What follows belongs to an exercise in optimizing a design on an open flow for a short achievable clock period and few clock cycles; a production flow would make more cautious choices.
The RTL was checked by simulation tests, not by an equivalence proof against the original design.

==> inputs of 02-16 <==
// cpuTop
module cpuTop (
    input  logic        clk,
    input  logic        reset,
    output logic [31:0] wbAdr,
    output logic [31:0] wbDatW,
    output logic        wbWe,
    output logic        wbCyc,
    output logic        wbStb,
    input  logic [31:0] wbDatR,
    input  logic        wbAck,
    output logic        outValid,
    output logic [31:0] outData
);
    localparam logic [1:0] KFetch = 2'd0;
    localparam logic [1:0] KLoad  = 2'd1;
    localparam logic [1:0] KStore = 2'd2;
    logic [7:0]         pc;
    logic [7:0]         pf;
    logic [7:0]         pfP1;
    logic [63:0]        pcOH;
    logic [63:0]        pfOH;
    logic [63:0]        pfP1OH;
    logic [63:0]        icV;
    logic [63:0][1:0]   icTag;
    logic [63:0][31:0]  icData;
    logic [63:0]        icPt;
    logic [63:0][7:0]   icNext;
    logic               dValid;
    logic [31:0]        dIr;
    logic [15:0]        dRsOH;
    logic [15:0]        dRtOH;
    logic [7:0]         dPc;
    logic               dPt;
    logic               eValid;
    logic               eWr;
    logic               eLoad;
    logic               eStore;
    logic               eOut;
    logic [3:0]         eRd;
    logic [31:0]        eA;
    logic               eAZ;
    logic [31:0]        eB;
    logic [31:0]        eBS;
    logic [31:0]        eSD;
    logic               eFwdA;
    logic               eFwdB;
    logic               eFwdSD;
    logic               eSub;
    logic               eSelAdd;
    logic               eSelAnd;
    logic               eSelOr;
    logic               eSelXor;
    logic               eSelNot;
  ...
export LEC_CHECK = 0
export ABC_CLOCK_PERIOD_IN_PS = 2500
export CAP_MARGIN = 20
export CORE_MARGIN = 2
export CORE_UTILIZATION = 45
export PLACE_DENSITY = 0.62
export SETUP_SLACK_MARGIN = 2.4
export SLEW_MARGIN = 20
create_clock -name core_clock -period 5.5 [get_ports {clk}]
run.sh (not shown) runs the stock make flow with config.mk's settings and CLKGATE_MAP_FILE= SYNTH_SCRIPT=/design/flow/synth_recipe.tcl, a recipe that flattens the netlist after the stock synthesis.
==> inputs of 08-20, as changes to 02-16 <==
--- a/flow/design.v
+++ b/flow/design.v
@@ -119,36 +119,31 @@
     localparam logic [1:0] KFetch = 2'd0;
     localparam logic [1:0] KLoad  = 2'd1;
     localparam logic [1:0] KStore = 2'd2;
     logic [7:0]         pc;
     logic [7:0]         pf;
     logic [7:0]         pfP1;
-    logic [63:0]        pcOH;
-    logic [63:0]        pfOH;
-    logic [63:0]        pfP1OH;
     logic [63:0]        icV;
     logic [63:0][1:0]   icTag;
     logic [63:0][31:0]  icData;
     logic [63:0]        icPt;
-    logic [63:0][7:0]   icNext;
+    logic [63:0][7:0]   icTgt;
     logic               dValid;
     logic [31:0]        dIr;
-    logic [15:0]        dRsOH;
-    logic [15:0]        dRtOH;
     logic [7:0]         dPc;
     logic               dPt;
+    logic [7:0]         dTgt;
     logic               eValid;
     logic               eWr;
     logic               eLoad;
     logic               eStore;
     logic               eOut;
     logic [3:0]         eRd;
     logic [31:0]        eA;
     logic               eAZ;
     logic [31:0]        eB;
-    logic [31:0]        eBS;
     logic [31:0]        eSD;
     logic               eFwdA;
     logic               eFwdB;
     logic               eFwdSD;
     logic               eSub;
     logic               eSelAdd;
@@ -208,38 +203,24 @@
     logic ackStore;
     logic fillFetch;
     logic fillLoad;
     assign ackStore = busAct && wbAck && (busKind == KStore);
     assign fillFetch = fV && (fK == KFetch);
     assign fillLoad = fV && (fK == KLoad);
+    logic [5:0]  fI;
     logic        fHit;
     logic [31:0] fIns;
     logic        fPt;
-    logic [7:0]  fNext;
+    logic [7:0]  fTgt;
     logic fByp;
-    logic        icHit;
-    logic [31:0] icIns;
-    logic        icPtR;
-    logic [7:0]  icNextR;
-    always_comb begin
-        icHit = 1'b0;
-        icIns = 32'd0;
-        icPtR = 1'b0;
-        icNextR = 8'd0;
-        for (int i = 0; i < 64; i++) begin
-            icHit = icHit | (pcOH[i] && icV[i] && (icTag[i] == pc[7:6]));
-            icIns = icIns | ({32{pcOH[i]}} & icData[i]);
-            icPtR = icPtR | (pcOH[i] && icPt[i]);
-            icNextR = icNextR | ({8{pcOH[i]}} & icNext[i]);
-        end
-    end
+    assign fI = pc[5:0];
     assign fByp = fillFetch && (fIdx == pc);
-    assign fHit = icHit || fByp;
-    assign fIns = fByp ? fData : icIns;
-    assign fPt = fByp ? fillPt : icPtR;
-    assign fNext = fByp ? fillNext : icNextR;
+    assign fHit = (icV[fI] && (icTag[fI] == pc[7:6])) || fByp;
+    assign fIns = fByp ? fData : icData[fI];
+    assign fPt = fByp ? fillPt : icPt[fI];
+    assign fTgt = fByp ? fillTgt : icTgt[fI];
     logic [1:0]  dCls;
     logic [3:0]  dOp;
     logic [3:0]  dRs;
     logic [3:0]  dRt;
     logic [3:0]  dRd;
     logic [31:0] dImm;
@@ -257,15 +238,12 @@
     logic [31:0] rtv;
     logic        rsZ;
     logic        fwdRs;
     logic        fwdRt;
     logic        hazard;
     logic        dLate;
-    logic        rsN;
-    logic        dTaken;
-    logic [7:0]  dTgt;
     logic [9:0]  dAddr;
     assign dCls = dIr[31:30];
     assign dOp = dIr[29:26];
     assign dRs = dIr[25:22];
     assign dRt = dIr[21:18];
     assign dRd = dIr[17:14];
@@ -277,45 +255,21 @@
     assign dLd = (dCls == 2'b11) && (dOp == 4'b1100);
     assign dSt = (dCls == 2'b11) && (dOp == 4'b1101);
     assign dOutI = (dCls == 2'b11) && (dOp == 4'b1111);
     assign wZ = (wRes == 32'd0);
     assign bypRs = wValid && (wRd == dRs);
     assign bypRt = wValid && (wRd == dRt);
-    logic [31:0] rfRs;
-    logic [31:0] rfRt;
-    logic        rfRsZ;
-    always_comb begin
-        rfRs = 32'd0;
-        rfRt = 32'd0;
-        rfRsZ = 1'b0;
-        for (int i = 0; i < 16; i++) begin
-            rfRs = rfRs | ({32{dRsOH[i]}} & rf[i]);
-            rfRt = rfRt | ({32{dRtOH[i]}} & rf[i]);
-            rfRsZ = rfRsZ | (dRsOH[i] && rfZ[i]);
-        end
-    end
-    assign rsv = bypRs ? wRes : rfRs;
-    assign rtv = bypRt ? wRes : rfRt;
-    assign rsZ = bypRs ? wZ : rfRsZ;
+    assign rsv = bypRs ? wRes : rf[dRs];
+    assign rtv = bypRt ? wRes : rf[dRt];
+    assign rsZ = bypRs ? wZ : rfZ[dRs];
     assign fwdRs = eValid && eWr && (eRd == dRs);
     assign fwdRt = eValid && eWr && (eRd == dRt);
-    assign hazard = ((dLd || dSt || dOutI) && fwdRs) || (dOutI && fwdRt);
-    assign dLate = dBr && (dIr[27:26] != 2'b00) && fwdRs;
-    assign rsN = bypRs ? wRes[31] : rfRs[31];
-    assign dTgt = dPc + 8'd1 + dIr[9:2];
-    always_comb begin
-        case (dIr[27:26])
-            2'b00:   dTaken = 1'b1;
-            2'b01:   dTaken = rsN;
-            2'b10:   dTaken = !rsN;
-            default: dTaken = rsZ;
-        endcase
-    end
+    assign hazard = (dLd || dSt) && fwdRs;
+    assign dLate = dBr && (dIr[27:26] != 2'b00);
     assign dAddr = rsv[9:0] + dImm[9:0];
     logic [31:0] opA;
-    logic [31:0] eSum;
     logic [31:0] opB;
     logic [31:0] sdv;
     logic [31:0] sum;
     logic [31:0] aluRes;
     logic [31:0] eRes;
     logic [3:0]  dcI;
@@ -327,13 +281,12 @@
     logic        wrDone;
     logic        outDone;
     logic        eFree;
     logic        opAN;
     logic        opAZ;
     assign opA = eFwdA ? wRes : eA;
-    assign eSum = eA + eBS;
     assign opB = eFwdB ? wRes : eB;
     assign sdv = eFwdSD ? wRes : eSD;
     claAdder adder_i (
         .a      (opA),
         .b      (eSub ? ~opB : opB),
         .carryIn(eSub),
@@ -368,91 +321,70 @@
     assign eFree = !eValid || eDone;
     assign opAN = eFwdA ? wRes[31] : eA[31];
     assign opAZ = eFwdA ? wZ : eAZ;
     logic       eTaken;
     logic       redirectE;
     logic       redirect;
-    logic       redirectD;
     logic [7:0] redirPc;
     logic       dGo;
     logic       dFree;
     logic       fGo;
-    logic [7:0] pcNext;
-    logic [7:0] pcP1;
     always_comb begin
         case (eCond)
             2'b00:   eTaken = 1'b1;
             2'b01:   eTaken = opAN;
             2'b10:   eTaken = !opAN;
             default: eTaken = opAZ;
         endcase
     end
     assign redirectE = eValid && eBr && (eTaken != ePt) && eJump;
     assign dGo = dValid && eFree && !hazard && !(dLd && missPend && !fillLoad);
     assign dFree = !dValid || dGo;
-    assign redirectD = dGo && dBr && !dLate && (dTaken != dPt) && (dIr[9:2] != 8'd0);
-    assign redirect = redirectE || ldMiss || redirectD;
-    assign redirPc = ldMiss ? ePc : redirectE ? (eTaken ? eTgt : eNext)
-                   : (dTaken ? dTgt : dPc + 8'd1);
+    assign redirect = redirectE || ldMiss;
+    assign redirPc = ldMiss ? ePc : (eTaken ? eTgt : eNext);
     assign fGo = fHit && dFree && !redirect;
-    assign pcNext = redirect ? redirPc : (fGo ? fNext : pc);
     logic       lPf;
     logic       lPf1;
     logic [7:0] dpf;
     logic [7:0] dpf1;
     logic       demand;
     logic [7:0] nf1;
-    logic [63:0] nfOH;
-    logic [63:0] nf1OH;
+    logic [7:0] pcP1;
     logic       fMissR;
     logic [7:0] pcR;
     logic       fetchOnBus;
     logic       storeOnBus;
     logic       pfStep;
     logic [7:0] nf;
     logic       needNf;
-    always_comb begin
-        lPf = 1'b0;
-        lPf1 = 1'b0;
-        for (int i = 0; i < 64; i++) begin
-            lPf = lPf | (pfOH[i] && icV[i] && (icTag[i] == pf[7:6]));
-            lPf1 = lPf1 | (pfP1OH[i] && icV[i] && (icTag[i] == pfP1[7:6]));
-        end
-    end
+    assign lPf = icV[pf[5:0]] && (icTag[pf[5:0]] == pf[7:6]);
+    assign lPf1 = icV[pfP1[5:0]] && (icTag[pfP1[5:0]] == pfP1[7:6]);
     assign dpf = pf - pc;
     assign dpf1 = pfP1 - pc;
     assign fetchOnBus = busAct && (busKind == KFetch);
     assign storeOnBus = busAct && (busKind == KStore);
     assign pcP1 = pc + 8'd1;
     assign demand = fMissR && (pcR == pc) && !(fetchOnBus && busIdx == pc)
                  && !(fillFetch && fIdx == pc);
     assign pfStep = fetchOnBus || (lPf && dpf <= 8'd32);
     always_comb begin
         if (demand) begin
             nf = pc;
             nf1 = pcP1;
-            nfOH = pcOH;
-            nf1OH = {pcOH[62:0], pcOH[63]};
             needNf = 1'b1;
         end else if (pfStep) begin
             nf = pfP1;
             nf1 = pfP1 + 8'd1;
-            nfOH = pfP1OH;
-            nf1OH = {pfP1OH[62:0], pfP1OH[63]};
             needNf = !lPf1 && (dpf1 <= 8'd32);
         end else if (dpf[7]) begin
             nf = pc;
             nf1 = pcP1;
-            nfOH = pcOH;
-            nf1OH = {pcOH[62:0], pcOH[63]};
             needNf = 1'b0;
         end else begin
             nf = pf;
             nf1 = pfP1;
-            nfOH = pfOH;
-            nf1OH = pfP1OH;
             needNf = !lPf && (dpf <= 8'd32);
         end
     end
     logic       busFree;
     logic       fetchHold;
     logic       sbConflict;
@@ -485,20 +417,16 @@
             busKind <= KFetch;
             busIdx <= 8'd0;
             busAdr <= 32'd0;
             busWe <= 1'b0;
             pf <= 8'd0;
             pfP1 <= 8'd1;
-            pfOH <= 64'd1;
-            pfP1OH <= 64'd2;
         end else begin
             if (!fetchHold) begin
                 pf <= nf;
                 pfP1 <= nf1;
-                pfOH <= nfOH;
-                pfP1OH <= nf1OH;
             end
             if (busFree) begin
                 busAct <= loadReq || selFetch || selStore;
                 busWe <= selStore;
                 if (loadReq) begin
                     busKind <= KLoad;
@@ -559,22 +487,20 @@
             end
             sbCnt <= sbCnt + {2'd0, stDone} - {2'd0, ackStore};
         end
     end
     always_ff @(posedge clk) begin
         if (stDone) begin
-            sbAdr[sbTail] <= eSum;
+            sbAdr[sbTail] <= sum;
             sbDat[sbTail] <= sdv;
         end
     end
     logic [7:0] fillTgt;
     logic       fillPt;
-    logic [7:0] fillNext;
     assign fillTgt = fIdx + 8'd1 + fData[9:2];
     assign fillPt = (fData[31:30] == 2'b10) && ((fData[27:26] == 2'b00) || fData[13]);
-    assign fillNext = fillPt ? fillTgt : fIdx + 8'd1;
     always_ff @(posedge clk) begin
         if (reset) begin
             fV <= 1'b0;
         end else begin
             fV <= busAct && wbAck && !busWe;
         end
@@ -587,77 +513,75 @@
     always_ff @(posedge clk) begin
         if (reset) begin
             icV <= '0;
             dcV <= '0;
         end else begin
             if (fillFetch) icV[fIdx[5:0]] <= 1'b1;
+            if (stDone && icTag[eIdx[5:0]] == eIdx[7:6]) icV[eIdx[5:0]] <= 1'b0;
             if (fillLoad) dcV[fIdx[3:0]] <= 1'b1;
             if (stDone) dcV[dcI] <= 1'b1;
         end
     end
     always_ff @(posedge clk) begin
         if (fillFetch) begin
             icData[fIdx[5:0]] <= fData;
             icTag[fIdx[5:0]] <= fIdx[7:6];
             icPt[fIdx[5:0]] <= fillPt;
-            icNext[fIdx[5:0]] <= fillNext;
+            icTgt[fIdx[5:0]] <= fillTgt;
         end
         if (fillLoad) begin
             dcData[fIdx[3:0]] <= fData;
             dcTag[fIdx[3:0]] <= fIdx[7:4];
         end else if (stDone) begin
             dcData[dcI] <= sdv;
             dcTag[dcI] <= eIdx[7:4];
         end
     end
     always_ff @(posedge clk) begin
         if (reset) begin
             pc <= 8'd0;
-            pcOH <= 64'd1;
             dValid <= 1'b0;
             eValid <= 1'b0;
             wValid <= 1'b0;
             outV <= 1'b0;
         end else begin
-            pc <= pcNext;
-            pcOH <= 64'd1 << pcNext[5:0];
+            if (redirect) pc <= redirPc;
+            else if (fGo) pc <= fPt ? fTgt : pcP1;
             if (redirect) dValid <= 1'b0;
             else if (dFree) dValid <= fHit;
             if (redirect) eValid <= 1'b0;
             else if (dGo) eValid <= dAlu || dLd || dSt || dOutI || dLate;
             else if (eDone) eValid <= 1'b0;
             wValid <= wrDone;
             outV <= outDone;
         end
     end
     always_ff @(posedge clk) begin
         if (dFree) begin
             dIr <= fIns;
-            dRsOH <= 16'd1 << fIns[25:22];
-            dRtOH <= 16'd1 << fIns[21:18];
             dPc <= pc;
             dPt <= fPt;
+            dTgt <= fTgt;
         end
         if (dGo) begin
             eWr <= dAlu || dLd;
             eLoad <= dLd;
             eStore <= dSt;
             eOut <= dOutI;
             eRd <= dRd;
             eA <= rsv;
             eAZ <= rsZ;
             eFwdA <= fwdRs;
             eB <= (dAluI || dSt) ? dImm : rtv;
-            eBS <= dSt ? dImm : rtv;
             eFwdB <= !(dAluI || dSt) && fwdRt;
             eSD <= rtv;
             eFwdSD <= fwdRt;
             eIdx <= dAddr[9:2];
             eIdxOH <= 16'd1 << dAddr[5:2];
             eSub <= dAlu && dOp == 4'd1;
-            eSelAdd <= dAlu && (dOp == 4'd0 || dOp == 4'd1);
+            eSelAdd <= (dAlu && (dOp == 4'd0 || dOp == 4'd1)) || dSt || dOutI;
             eSelAnd <= dAlu && dOp == 4'd2;
             eSelOr <= dAlu && dOp == 4'd3;
             eSelXor <= dAlu && dOp == 4'd4;
             eSelNot <= dAlu && dOp == 4'd5;
             eSelShl <= dAlu && dOp == 4'd6;
             eSelSra <= dAlu && dOp == 4'd7;
@@ -673,13 +597,13 @@
         end
         if (eValid && eWr) begin
             wRd <= eRd;
             wRes <= eRes;
         end
         if (outDone) begin
-            outD <= eSum;
+            outD <= sum;
         end
     end
     always_ff @(posedge clk) begin
         if (reset) begin
             rf <= '0;
             rfZ <= '1;
Settings changed: SETUP_SLACK_MARGIN 2.4 to 2.2.
==> comparison table <==
	08-20	02-16
Vertical extent of the die	734 µm	731 µm
Cell Area, Synth	0.240 mm²	0.238 mm²
Post-CTS setup buffers	359	940
Number of sinks driven by the clock tree	4,657	4,841
Fraction of the yosys area taken by sequential cells	0.551	0.574
Nets in the synthesized netlist	20.3k	22.9k
Adder-cell area share of the yosys netlist	0.00846	0.0108
Number of placement rows	268	267
Xor-xnor portion of the synthesized cell area	0.00941	0.0231
Horiz. Die Dim	734 µm	731 µm
Area fraction in compound gates after synthesis	0.0856	0.168
Outcome	timing/DRC/antenna clean	stopped before the end
Stage where the flow stopped	-	global routing
RD Place Congestion	0.952	1.03
Simple logic cell fraction of the synthesized area	0.115	0.135
Inserted Clock Buffers	524	548
Starting density of the core	0.451	0.451
Cell Area, Placed	0.251 mm²	0.252 mm²
Total placed cells including tap cells	26.0k	28.8k
Testbench counts of 02-16, summed over its fixed seeds: cycles 7,502.
Testbench counts of 08-20, summed over its fixed seeds: cycles 7,516.

separate check: timing with driven ports:
The flow's constraints put no driver on any port. The routed layout listed below was extracted and timed again, unchanged, in two steps.
Step 1: set_driving_cell puts a clkbuf_16 on clk and a buf_2 on each other input, an assumption about the parent block.
Step 2 moves the port delays by t, midway between the first and last clock arrival at a register: inputs arrive t later, outputs are due t later. That takes back most of the time a late clock gives input paths.
Slacks: ideal ports / drivers / drivers and shift; pairs: ideal ports / drivers.
run: 08-20
t, ns: 1.233
slack for setup (ns): 1.545 / 1.545 / 1.545
worst setup path at the end: register to register
worst register clock-pin slew, ns: 0.07 / 0.07
After both steps setup and hold are still met in 08-20. The setup slack of 08-20 moves by 0.000 ns with the drivers and by 0.000 ns with both steps.
